Background: an optimization exercise with open tools, aiming at small area, a short achievable clock period and few clock cycles. Do not read the settings as production practice.
Function was checked by simulation only, so behaviour that the tests miss may differ from the original.
Power and IR drop assume default switching activity.

==> flow/design.v <==
package aidp_pkg;
  localparam int CAPACITY = 32;
  localparam int POS_W    = 6;
  localparam int DATA_W   = 32;
  localparam int STAT_W   = 3;
  localparam int IDX_W    = 5;
  localparam int CNT_W    = 6;
  localparam logic OP_INSERT = 1'b0;
  localparam logic OP_DELETE = 1'b1;
  localparam logic [STAT_W-1:0] ST_ELEMENT    = 3'd0;
  localparam logic [STAT_W-1:0] ST_EMPTY      = 3'd1;
  localparam logic [STAT_W-1:0] ST_BAD_INSERT = 3'd2;
  localparam logic [STAT_W-1:0] ST_BAD_DELETE = 3'd3;
  localparam logic [STAT_W-1:0] ST_FULL       = 3'd4;
endpackage
module array_insert_delete_at_position_unit (
  input  logic                                clk,
  input  logic                                rst_n,
  input  logic                                in_valid,
  output logic                                in_ready,
  input  logic                                in_op,
  input  logic [aidp_pkg::POS_W-1:0]          in_position,
  input  logic signed [aidp_pkg::DATA_W-1:0]  in_value,
  output logic                                out_valid,
  input  logic                                out_ready,
  output logic [aidp_pkg::STAT_W-1:0]         out_status,
  output logic signed [aidp_pkg::DATA_W-1:0]  out_element,
  output logic                                out_last
);
  localparam int W = aidp_pkg::DATA_W;
  localparam logic [2:0] M_FRONT = 3'd0;    
  localparam logic [2:0] M_INS   = 3'd1;    
  localparam logic [2:0] M_DEL   = 3'd2;    
  localparam logic [2:0] M_ROT   = 3'd3;    
  logic [W-1:0] chain [aidp_pkg::CAPACITY];
  localparam int NT = 18;             
  logic [NT-1:0] tap;                  
  logic          e31;                  
  logic [2:0]   mode;
  logic [5:0]   cnt;                   
  logic [4:0]   c;                     
  logic [5:0]   pp;                    
  logic         owe;
  logic [4:0]   ko;                    
  logic         errp;
  logic [2:0]   errs;
  logic         cb_v, ins_pend, in_ready_r;
  logic         cb_op;
  logic [5:0]   cb_pos;
  logic [W-1:0] cb_val;
  logic         d_single, d_empty, d_p1, d_p2, d_p3;
  logic [2:0]   d_stat;
  logic         f_z, f_1, f_2;         
  logic         f_tlo;                 
  logic         f_15, f_16;            
  logic         f_eq;                  
  logic         f_skip;                
  logic         f_end;                 
  logic         f_m;                   
  logic         out_valid_r;
  logic [2:0]   out_status_r;
  logic [W-1:0] out_element_r;
  logic         out_last_r;
  logic front, can_start, start_ins, start_del, start;
  assign front     = (mode == M_FRONT);
  assign can_start = front && cb_v && !d_single && !owe && !errp;
  assign start_ins = can_start && (cb_op == aidp_pkg::OP_INSERT);
  assign start_del = can_start && (cb_op == aidp_pkg::OP_DELETE);
  assign start     = can_start;
  logic take_single, take;
  logic take_empty;
  assign take_single = cb_v && d_single && !errp && (!d_empty || (front && !owe));
  assign take_empty  = take_single && d_empty;
  logic in_ins, in_del, in_rot, is_dskip, el, hold, skip, pass_end;
  logic [4:0] idx;
  assign in_ins   = start_ins || (mode == M_INS);
  assign in_del   = (start_del && !d_p1) || (mode == M_DEL);
  assign is_dskip = start_del && d_p1;    
  assign in_rot   = (mode == M_ROT) ||
                    (front && !start && (owe || ((f_tlo || (e31 && f_16)) && !f_z && !take_empty)));
  assign el       = in_ins || in_del || in_rot;         
  assign idx      = front ? 5'd0 : c;
  assign hold     = start ? (start_ins && d_p1) : ((mode == M_INS) && f_eq);
  assign skip     = start ? (start_del && d_p2) : ((mode == M_DEL) && f_skip);
  assign pass_end = start_ins ? f_z :
                    start_del ? (f_2 && !d_p1) :
                    front     ? (in_rot && f_1) :
                    f_end;
  logic [W-1:0] y;
  logic [W-1:0] x;
  always_comb begin
    x = '0;
    for (int j = 0; j < NT; j++) x = x | (chain[j] & {W{tap[j]}});
  end
  assign y = hold ? cb_val : x;
  logic grow, shrink, e31_eff;
  assign grow    = start_ins && !e31 && f_15;
  assign shrink  = start_del && e31 && f_16;
  assign e31_eff = grow ? 1'b1 : (shrink ? 1'b0 : e31);
  always_ff @(posedge clk) chain[aidp_pkg::CAPACITY-1] <= y;
  for (genvar i = 0; i < aidp_pkg::CAPACITY - 1; i++) begin : g_chain
    if (i == 15) begin : g_entry
      always_ff @(posedge clk) chain[i] <= e31_eff ? chain[i + 1] : y;
    end else begin : g_shift
      always_ff @(posedge clk) chain[i] <= chain[i + 1];
    end
  end
  logic out_free, prod_el, prod_err, el_last;
  logic [5:0] cnt_n;
  assign cnt_n    = start_ins  ? cnt + 6'd1 :
                    start_del  ? cnt - 6'd1 :
                    take_empty ? 6'd0 : cnt;
  assign out_free = !out_valid_r || out_ready;
  assign el_last  = pass_end;
  assign prod_el  = out_free && el && (start || (owe && (front ? (ko == 5'd0) : f_m)));
  assign prod_err = out_free && errp && !owe;
  logic cb_busy_n, ins_pend_n;
  assign take        = in_valid && in_ready_r;
  assign ins_pend_n  = (start_ins && !d_p1) || (ins_pend && !hold);
  assign cb_busy_n   = take || (cb_v && !start && !take_single) || ins_pend_n;
  logic          in_rot_c, pe_c, hold_c, skip_c, park_c;
  logic [NT-1:0] tap_si, tap_sd, tap_c, tap_end;
  logic          tlo_si, tlo_sd, tlo_c, tlo_end;
  assign in_rot_c = (mode == M_ROT) ||
                    (front && (owe || ((f_tlo || (e31 && f_16)) && !f_z && !take_empty)));
  assign pe_c     = front ? (in_rot_c && f_1) : f_end;
  assign hold_c   = (mode == M_INS) && f_eq;
  assign skip_c   = (mode == M_DEL) && f_skip;
  assign park_c   = front && !in_rot_c && !f_z;
  always_comb begin
    for (int j = 0; j < NT; j++) tap_end[j] = e31 ? (cnt == 6'(32 - j)) : (cnt == 6'(16 - j));
    tlo_end = e31 ? (cnt >= 6'd31) : (cnt >= 6'd15);
    if (f_z)       tap_si = NT'(1) << 15;
    else if (d_p1) tap_si = {1'b0, tap[NT-1:1]};
    else           tap_si = tap;
    tlo_si = f_z ? 1'b0 : (d_p1 ? |tap[2:0] : f_tlo);
    if (f_2 && !d_p1) tap_sd = NT'(1) << 15;
    else if (d_p2)    tap_sd = {tap[NT-2:0], 1'b0};
    else              tap_sd = tap;
    tlo_sd = (f_2 && !d_p1) || d_p2 ? 1'b0 : f_tlo;
    if (pe_c)                  tap_c = tap_end;
    else if (hold_c || park_c) tap_c = {1'b0, tap[NT-1:1]};
    else if (skip_c)           tap_c = {tap[NT-2:0], 1'b0};
    else                       tap_c = tap;
    if (pe_c)                  tlo_c = tlo_end;
    else if (hold_c || park_c) tlo_c = |tap[2:0];
    else if (skip_c)           tlo_c = 1'b0;
    else                       tlo_c = f_tlo;
  end
  logic f_z_n, f_1_n, f_2_n, f_15_n, f_16_n, tlo_n, f_eq_n, f_skip_n, f_end_n, f_m_n;
  logic park;
  logic [5:0] c2;
  assign park = front && !start && !in_rot && !f_z;
  assign c2   = {1'b0, c} + 6'd2;
  always_comb begin
    f_z_n = start_ins ? 1'b0 : (take_empty ? 1'b1 : f_z);
    f_1_n = start_ins ? f_z : (start_del ? f_2 : (take_empty ? 1'b0 : f_1));
    f_2_n = start_ins ? f_1 : (start_del ? (cnt == 6'd3) : (take_empty ? 1'b0 : f_2));
    f_15_n = start_ins ? (cnt == 6'd14) : (start_del ? f_16 : (take_empty ? 1'b0 : f_15));
    f_16_n = start_ins ? f_15 : (start_del ? (cnt == 6'd17) : (take_empty ? 1'b0 : f_16));
    tlo_n = !start ? tlo_c : ((cb_op == aidp_pkg::OP_INSERT) ? tlo_si : tlo_sd);
    if (start_ins)      f_end_n = f_1;
    else if (is_dskip)  f_end_n = f_2;
    else if (start_del) f_end_n = (cnt == 6'd3);
    else if (front)     f_end_n = f_2;
    else                f_end_n = (c2 == cnt);
    f_eq_n   = start ? d_p2 : (c2 == pp + 6'd1);
    f_skip_n = start ? (start_del && !d_p1 && d_p3) : (c2 == pp);
    if (prod_el)    f_m_n = 1'b1;
    else if (start) f_m_n = is_dskip;
    else if (front) f_m_n = (ko == 5'd1);
    else            f_m_n = (ko == c + 5'd1);
  end
  logic [NT-1:0] tap_n;
  logic [4:0]  c_n;
  logic [2:0] mode_n;
  logic [5:0] pp_n;
  logic [4:0] ko_n;
  logic       owe_n;
  always_comb begin
    tap_n = !start ? tap_c : ((cb_op == aidp_pkg::OP_INSERT) ? tap_si : tap_sd);
    c_n = idx + 5'd1;
    if (pass_end) begin
      mode_n = M_FRONT;
    end else if (front) begin
      if (start_ins)      mode_n = M_INS;
      else if (is_dskip)  begin
        mode_n = M_DEL;
        c_n    = 5'd0;
      end
      else if (start_del) mode_n = M_DEL;
      else if (in_rot)    mode_n = M_ROT;
      else                mode_n = M_FRONT;
    end else begin
      mode_n = mode;
    end
    if (start) pp_n = cb_pos - 6'd1;
    else       pp_n = pp;
    if (prod_el) begin
      owe_n = !el_last;
      ko_n  = idx + 5'd1;
    end else if (start) begin
      owe_n = 1'b1;
      ko_n  = 5'd0;
    end else begin
      owe_n = owe;
      ko_n  = ko;
    end
  end
  always_ff @(posedge clk) begin
    if (!rst_n) begin
      mode        <= M_FRONT;
      tap         <= NT'(1);
      e31         <= 1'b0;
      f_15        <= 1'b0;
      f_16        <= 1'b0;
      cnt         <= 6'd0;
      owe         <= 1'b0;
      errp        <= 1'b0;
      cb_v        <= 1'b0;
      ins_pend    <= 1'b0;
      in_ready_r  <= 1'b1;
      out_valid_r <= 1'b0;
      f_z         <= 1'b1;
      f_1         <= 1'b0;
      f_2         <= 1'b0;
      f_tlo       <= 1'b0;
    end else begin
      mode       <= mode_n;
      tap        <= tap_n;
      e31        <= e31_eff;
      f_15       <= f_15_n;
      f_16       <= f_16_n;
      cnt        <= cnt_n;
      owe        <= owe_n;
      cb_v       <= take || (cb_v && !start && !take_single);
      ins_pend   <= ins_pend_n;
      in_ready_r <= !cb_busy_n;
      f_z   <= f_z_n;
      f_1   <= f_1_n;
      f_2   <= f_2_n;
      f_tlo <= tlo_n;
      if (prod_err) errp <= 1'b0;
      if (take_single) begin
        errp <= 1'b1;
        errs <= d_stat;
      end
      if (prod_el || prod_err) out_valid_r <= 1'b1;
      else if (out_ready)      out_valid_r <= 1'b0;
    end
  end
  always_ff @(posedge clk) begin
    c      <= c_n;
    pp     <= pp_n;
    ko     <= ko_n;
    f_eq   <= f_eq_n;
    f_skip <= f_skip_n;
    f_end  <= f_end_n;
    f_m    <= f_m_n;
  end
  always_ff @(posedge clk) begin
    if (take) begin
      cb_op  <= in_op;
      cb_pos <= in_position;
      cb_val <= in_value;
      d_p1   <= (in_position == 6'd1);
      d_p2   <= (in_position == 6'd2);
      d_p3   <= (in_position == 6'd3);
      if (in_op == aidp_pkg::OP_INSERT) begin
        d_empty <= 1'b0;
        if (in_position == 6'd0 || {1'b0, in_position} > {1'b0, cnt} + 7'd1) begin
          d_single <= 1'b1;
          d_stat   <= aidp_pkg::ST_BAD_INSERT;
        end else if (cnt == 6'd32) begin
          d_single <= 1'b1;
          d_stat   <= aidp_pkg::ST_FULL;
        end else begin
          d_single <= 1'b0;
          d_stat   <= aidp_pkg::ST_FULL;
        end
      end else begin
        if (in_position == 6'd0 || in_position > cnt) begin
          d_single <= 1'b1;
          d_empty  <= 1'b0;
          d_stat   <= aidp_pkg::ST_BAD_DELETE;
        end else if (cnt == 6'd1) begin
          d_single <= 1'b1;
          d_empty  <= 1'b1;
          d_stat   <= aidp_pkg::ST_EMPTY;
        end else begin
          d_single <= 1'b0;
          d_empty  <= 1'b0;
          d_stat   <= aidp_pkg::ST_EMPTY;
        end
      end
    end
  end
  always_ff @(posedge clk) begin
    if (out_free) begin
      if (prod_err) begin
        out_status_r  <= errs;
        out_element_r <= '0;
        out_last_r    <= 1'b1;
      end else begin
        out_status_r  <= aidp_pkg::ST_ELEMENT;
        out_element_r <= y;
        out_last_r    <= el_last;
      end
    end
  end
  assign in_ready    = in_ready_r;
  assign out_valid   = out_valid_r;
  assign out_status  = out_status_r;
  assign out_element = out_element_r;
  assign out_last    = out_last_r;
endmodule
Settings: LEC_CHECK=0, CAP_MARGIN=20, CORE_MARGIN=2, CORE_UTILIZATION=60, CTS_CLUSTER_DIAMETER=80, CTS_CLUSTER_SIZE=24, PLACE_DENSITY=0.7, SETUP_SLACK_MARGIN=2.6, SLEW_MARGIN=20; clock period 5.0 ns.
run.sh (not shown) runs the stock make flow with config.mk's settings and CLKGATE_MAP_FILE= SYNTH_SCRIPT=/design/flow/synth_recipe.tcl, a recipe that flattens the netlist after the stock synthesis.
The first run finished clean.
Testbench counts at the start, summed over its fixed seeds: cycles 41,175.
Then changed:
--- a/flow/design.v
+++ b/flow/design.v
@@ -115,53 +115,39 @@
   assign prod_el  = out_free && el && (start || (owe && (front ? (ko == 5'd0) : f_m)));
   assign prod_err = out_free && errp && !owe;
   logic cb_busy_n, ins_pend_n;
   assign take        = in_valid && in_ready_r;
   assign ins_pend_n  = (start_ins && !d_p1) || (ins_pend && !hold);
   assign cb_busy_n   = take || (cb_v && !start && !take_single) || ins_pend_n;
-  logic          in_rot_c, pe_c, hold_c, skip_c, park_c;
-  logic [NT-1:0] tap_si, tap_sd, tap_c, tap_end;
-  logic          tlo_si, tlo_sd, tlo_c, tlo_end;
-  assign in_rot_c = (mode == M_ROT) ||
-                    (front && (owe || ((f_tlo || (e31 && f_16)) && !f_z && !take_empty)));
-  assign pe_c     = front ? (in_rot_c && f_1) : f_end;
-  assign hold_c   = (mode == M_INS) && f_eq;
-  assign skip_c   = (mode == M_DEL) && f_skip;
-  assign park_c   = front && !in_rot_c && !f_z;
+  logic [NT-1:0] tap_end;
+  logic          tlo_end;
   always_comb begin
-    for (int j = 0; j < NT; j++) tap_end[j] = e31 ? (cnt == 6'(32 - j)) : (cnt == 6'(16 - j));
-    tlo_end = e31 ? (cnt >= 6'd31) : (cnt >= 6'd15);
-    if (f_z)       tap_si = NT'(1) << 15;
-    else if (d_p1) tap_si = {1'b0, tap[NT-1:1]};
-    else           tap_si = tap;
-    tlo_si = f_z ? 1'b0 : (d_p1 ? |tap[2:0] : f_tlo);
-    if (f_2 && !d_p1) tap_sd = NT'(1) << 15;
-    else if (d_p2)    tap_sd = {tap[NT-2:0], 1'b0};
-    else              tap_sd = tap;
-    tlo_sd = (f_2 && !d_p1) || d_p2 ? 1'b0 : f_tlo;
-    if (pe_c)                  tap_c = tap_end;
-    else if (hold_c || park_c) tap_c = {1'b0, tap[NT-1:1]};
-    else if (skip_c)           tap_c = {tap[NT-2:0], 1'b0};
-    else                       tap_c = tap;
-    if (pe_c)                  tlo_c = tlo_end;
-    else if (hold_c || park_c) tlo_c = |tap[2:0];
-    else if (skip_c)           tlo_c = 1'b0;
-    else                       tlo_c = f_tlo;
+    for (int j = 0; j < NT; j++) begin
+      if (start_ins)      tap_end[j] = e31_eff ? (cnt == 6'(31 - j)) : (cnt == 6'(15 - j));
+      else if (start_del) tap_end[j] = e31_eff ? (cnt == 6'(33 - j)) : (cnt == 6'(17 - j));
+      else                tap_end[j] = e31_eff ? (cnt == 6'(32 - j)) : (cnt == 6'(16 - j));
+    end
+    if (start_ins)      tlo_end = e31_eff ? (cnt >= 6'd30) : (cnt >= 6'd14);
+    else if (start_del) tlo_end = e31_eff ? 1'b0 : (cnt >= 6'd16);
+    else                tlo_end = e31_eff ? (cnt >= 6'd31) : (cnt >= 6'd15);
   end
   logic f_z_n, f_1_n, f_2_n, f_15_n, f_16_n, tlo_n, f_eq_n, f_skip_n, f_end_n, f_m_n;
   logic park;
   logic [5:0] c2;
   assign park = front && !start && !in_rot && !f_z;
   assign c2   = {1'b0, c} + 6'd2;
   always_comb begin
     f_z_n = start_ins ? 1'b0 : (take_empty ? 1'b1 : f_z);
     f_1_n = start_ins ? f_z : (start_del ? f_2 : (take_empty ? 1'b0 : f_1));
     f_2_n = start_ins ? f_1 : (start_del ? (cnt == 6'd3) : (take_empty ? 1'b0 : f_2));
     f_15_n = start_ins ? (cnt == 6'd14) : (start_del ? f_16 : (take_empty ? 1'b0 : f_15));
     f_16_n = start_ins ? f_15 : (start_del ? (cnt == 6'd17) : (take_empty ? 1'b0 : f_16));
-    tlo_n = !start ? tlo_c : ((cb_op == aidp_pkg::OP_INSERT) ? tlo_si : tlo_sd);
+    if (pass_end)        tlo_n = tlo_end;
+    else if (hold || park) tlo_n = |tap[2:0];
+    else if (skip)       tlo_n = 1'b0;
+    else                 tlo_n = f_tlo;
     if (start_ins)      f_end_n = f_1;
     else if (is_dskip)  f_end_n = f_2;
     else if (start_del) f_end_n = (cnt == 6'd3);
     else if (front)     f_end_n = f_2;
     else                f_end_n = (c2 == cnt);
     f_eq_n   = start ? d_p2 : (c2 == pp + 6'd1);
@@ -175,13 +161,17 @@
   logic [4:0]  c_n;
   logic [2:0] mode_n;
   logic [5:0] pp_n;
   logic [4:0] ko_n;
   logic       owe_n;
   always_comb begin
-    tap_n = !start ? tap_c : ((cb_op == aidp_pkg::OP_INSERT) ? tap_si : tap_sd);
+    if (pass_end)                                   tap_n = tap_end;
+    else if (hold)                                  tap_n = {1'b0, tap[NT-1:1]};
+    else if (skip)                                  tap_n = {tap[NT-2:0], 1'b0};
+    else if (park)                                  tap_n = {1'b0, tap[NT-1:1]};    
+    else                                            tap_n = tap;
     c_n = idx + 5'd1;
     if (pass_end) begin
       mode_n = M_FRONT;
     end else if (front) begin
       if (start_ins)      mode_n = M_INS;
       else if (is_dskip)  begin
Result: Cell area went up by a few percent; combinational power went down by roughly a tenth; wire length went up by a few percent; power went down by a few percent; register-to-register slack got worse by 150 ps; hold slack barely changes; clock-buffer cell count went down by 1; via count went up by a few percent; global-route usage went up by 1.1 points; worst setup slack got worse by 100 ps; final cell count went up by a few percent; synthesized cell count went up slightly; die area went up slightly; sequential power went down by a few percent.
Testbench counts after the change, summed over its fixed seeds: cycles 41,175.

afterwards: timing with drivers on the ports:
No port has a modelled driver above. Below, the same layouts with a new extraction and two added sets of constraints.
Step 1, drivers: a clkbuf_16 drives clk and a buf_2 each remaining input, both assumed.
Step 2 adds t to the input delays and takes it off the output delays; t is the mean of the earliest and latest rising clock arrival at the registers after step 1. Input paths then give back, and output paths get back, about the clock's delay inside the block.
Three values: ideal, step 1, step 2; two values: the first two.
run	shift t [ns]	slack for setup (ns)	hold WS [ns]	worst register clock-pin slew, ns	cell pins on the clock port's net
the first run	0.684	2.612 / 2.552 / 2.077	0.320 / 0.320 / 0.320	0.10 / 0.10	1
the second run	0.692	2.511 / 2.511 / 2.045	0.321 / 0.321 / 0.321	0.10 / 0.10	1
After both steps every run listed still meets setup and hold. For the first run, which loses most, drivers alone change the setup slack by -0.060 ns; drivers and shift together by -0.535 ns.
